Context: an optimization exercise on an open-source flow, tuned for small area, a short achievable clock period and few clock cycles. The choices shown serve that exercise and are no tape-out recipe.
Function was checked by simulation only, so behaviour that the tests miss may differ from the original.
Power is estimated from default activity; no workload was simulated.

## dcache
module dcache
(
   input  logic  CLK,
   input  logic  nRST,
   input  logic  dmemREN,
   input  logic  dmemWEN,
   input  dcachePkg::word_t dmemaddr,
   input  dcachePkg::word_t dmemstore,
   input  logic  halt,
   output logic  dhit,
   output dcachePkg::word_t dmemload,
   output logic  flushed,
   output logic  dREN,
   output logic  dWEN,
   output dcachePkg::word_t daddr,
   output dcachePkg::word_t dstore,
   input  logic  dwait,
   input  dcachePkg::word_t dload
);
   localparam logic [2:0] IDLE   = 3'd0,    
                          LOOK   = 3'd1,    
                          WB1    = 3'd2,    
                          RO     = 3'd3,    
                          RR     = 3'd4,    
                          FSTART = 3'd5,    
                          FW0    = 3'd6,    
                          FW1    = 3'd7;    
   logic [2:0]  state;
   logic        flushedR;
   logic        hitR, hitWayR, vwayR, vdirtyR;
   logic [4:0]  ent;                
   logic [25:0] atag;
   logic [2:0]  aidx;
   logic        off;
   logic        req;
   assign atag = dmemaddr[31:6];
   assign aidx = dmemaddr[5:3];
   assign off  = dmemaddr[2];
   assign req  = dmemREN | dmemWEN;
   logic [25:0] tagArr  [16];
   logic [31:0] dataArr [32];
   logic [15:0] validArr;
   logic [15:0] dirtyArr;
   logic [7:0]  lruArr;             
   logic [15:0] bsel;
   logic [15:0] dirtyEff;
   logic [7:0]  setDirty;
   logic [2:0]  fs;
   logic        fw, anyDirty;
   assign dirtyEff = (state == FW1) ? (dirtyArr & ~bsel) : dirtyArr;
   assign setDirty = dirtyEff[7:0] | dirtyEff[15:8];
   assign anyDirty = |setDirty;
   always_comb
   begin
      fs = 3'd0;
      for (int s = 7; s >= 0; s--)
         if (setDirty[s])
            fs = 3'(s);
   end
   assign fw = !dirtyEff[{1'b0, fs}];
   logic       flushing;
   logic [7:0] asel, fsel, isel;
   assign flushing = state[2] && (state[1] || state[0]);
   assign fsel     = setDirty & ~(setDirty - 8'd1);           
   always_comb
      for (int s = 0; s < 8; s++)
         asel[s] = (aidx == 3'(s));
   assign isel = flushing ? fsel : asel;
   logic [25:0] t0, t1;
   always_comb
   begin
      t0 = '0;
      t1 = '0;
      for (int s = 0; s < 8; s++)
      begin
         t0 = t0 | (tagArr[s]     & {26{isel[s]}});
         t1 = t1 | (tagArr[8 + s] & {26{isel[s]}});
      end
   end
  ...
Settings: LEC_CHECK=0, CAP_MARGIN=20, CORE_MARGIN=2, CORE_UTILIZATION=50, CTS_CLUSTER_DIAMETER=100, CTS_CLUSTER_SIZE=20, PLACE_DENSITY=0.65, SETUP_SLACK_MARGIN=5, SLEW_MARGIN=20, TNS_END_PERCENT=0; clock period 9.0 ns.
standard.sh (not shown) runs the stock make flow with config.mk's settings and CLKGATE_MAP_FILE= SYNTH_SCRIPT=/design/flow/synth_recipe.tcl, a recipe that flattens the netlist after the stock synthesis.
==> flow/flow/run.sh <==
#!/bin/bash
# The standard layout, with clock tree synthesis told not to add dummy
# loads for skew balancing and to cluster up to 20 sinks per leaf buffer.
set -e
export CTS_ARGS="-sink_clustering_enable -repair_clock_nets -dont_use_dummy_load -sink_clustering_size 20 -sink_clustering_max_diameter 100"
bash standard.sh > standard.log 2>&1
The starting point completed without violations.
Testbench counts at the start, summed over its fixed seeds: cycles 68,327.
Change:
==> flow/run.sh (new file) <==
#!/bin/bash
# synth_recipe.tcl (not shown) runs the flow's synth.tcl, then flattens the netlist and writes it again
# the make line also repeats each setting of config.mk as NAME=value (left out here)
make -C /OpenROAD-flow-scripts/flow DESIGN_CONFIG=/design/flow/config.mk WORK_HOME=/design/flow/orfs CLKGATE_MAP_FILE= SYNTH_SCRIPT=/design/flow/synth_recipe.tcl finish
removed: flow/flow/run.sh
removed: flow/standard.sh
What happened: Via count stays flat. Clock-buffer cell count rose by 36. Sequential cell count does not change. Clock power rose by a few percent. Total power rose slightly. Design area rose slightly. Cell count rose slightly. Synthesized cell count is unchanged. Clock skew fell by 0.045 ns. Sequential power stays flat. Utilization rose by 0.23 points.

---

Setup of tundra:
dcache, a different RTL version from the one above (not shown whole).
Size: about 3800 cells after synthesis, about 1500 flip-flops, about 200 I/O pins.
Settings: LEC_CHECK=0, CAP_MARGIN=20, CORE_MARGIN=2, CORE_UTILIZATION=50, PLACE_DENSITY=0.65, SETUP_SLACK_MARGIN=3, SLEW_MARGIN=20, TNS_END_PERCENT=0; clock period 9.0 ns.
run.sh (not shown) runs the stock make flow with config.mk's settings and CLKGATE_MAP_FILE= SYNTH_SCRIPT=/design/flow/synth_recipe.tcl, a recipe that flattens the netlist after the stock synthesis.
Stock flow here: none of the scripts above is used.
Testbench counts of tundra, summed over its fixed seeds: cycles 52,399.
## Diff of input files: amber against tundra
Settings: SETUP_SLACK_MARGIN: 3 -> 5.
[summary]
- Between amber and tundra, the hold slack figures differ only marginally.
- The total setup buffers inserted after CTS of amber falls short of that of tundra by 21.
- ~same fmax in amber and tundra
- [amber vs tundra] count of nets after finishing: higher in amber
- NOTE: share of power burned in combinational logic in amber exceeds that of tundra
- Switching part of the total power essentially unchanged between tundra and amber.
- Cmp amber and tundra / flip-flop and latch share of the layout cell area / higher: tundra
- Clock latency of the later-clocked register in the worst-skew pair in amber vs tundra: down 0.03 ns
- Compared to tundra, amber has critical path depth 5 higher.
- As far as quantity of hold-fixing buffers added after cts goes, amber and tundra are indistinguishable; the numbers are identical.

==> re-timing with driven ports <==
The flow's constraints put no driver on any port. The routed layouts listed below were extracted and timed again, unchanged, in two steps. Step 1 (the two cells are an assumption about what drives the block):
set clk [get_ports {CLK}]
set_driving_cell -lib_cell sky130_fd_sc_hd__clkbuf_16 $clk
set_driving_cell -lib_cell sky130_fd_sc_hd__buf_2 [delete_from_list [all_inputs] $clk]
Step 2 also shifts input and output timing later by t, the mid clock arrival at the registers, as if the neighbouring blocks saw the same clock. Three values: ideal, step 1, step 2; two values: the first two.
run	t (ns)	setup slack, ns	slew at the worst register clock pin (ns)
the first run of note 1	0.777	4.410 / 4.456 / 3.678	0.09 / 0.09
the second run of note 1	0.806	4.295 / 4.351 / 3.545	0.09 / 0.09
tundra	0.859	2.307 / 2.151 / 2.151	0.07 / 0.07
amber	0.835	2.314 / 2.281 / 2.281	0.07 / 0.07
After both steps setup and hold are still met in every run listed. The setup slack of the second run of note 1, which loses most, moves by +0.056 ns with the drivers and by -0.750 ns with both steps.
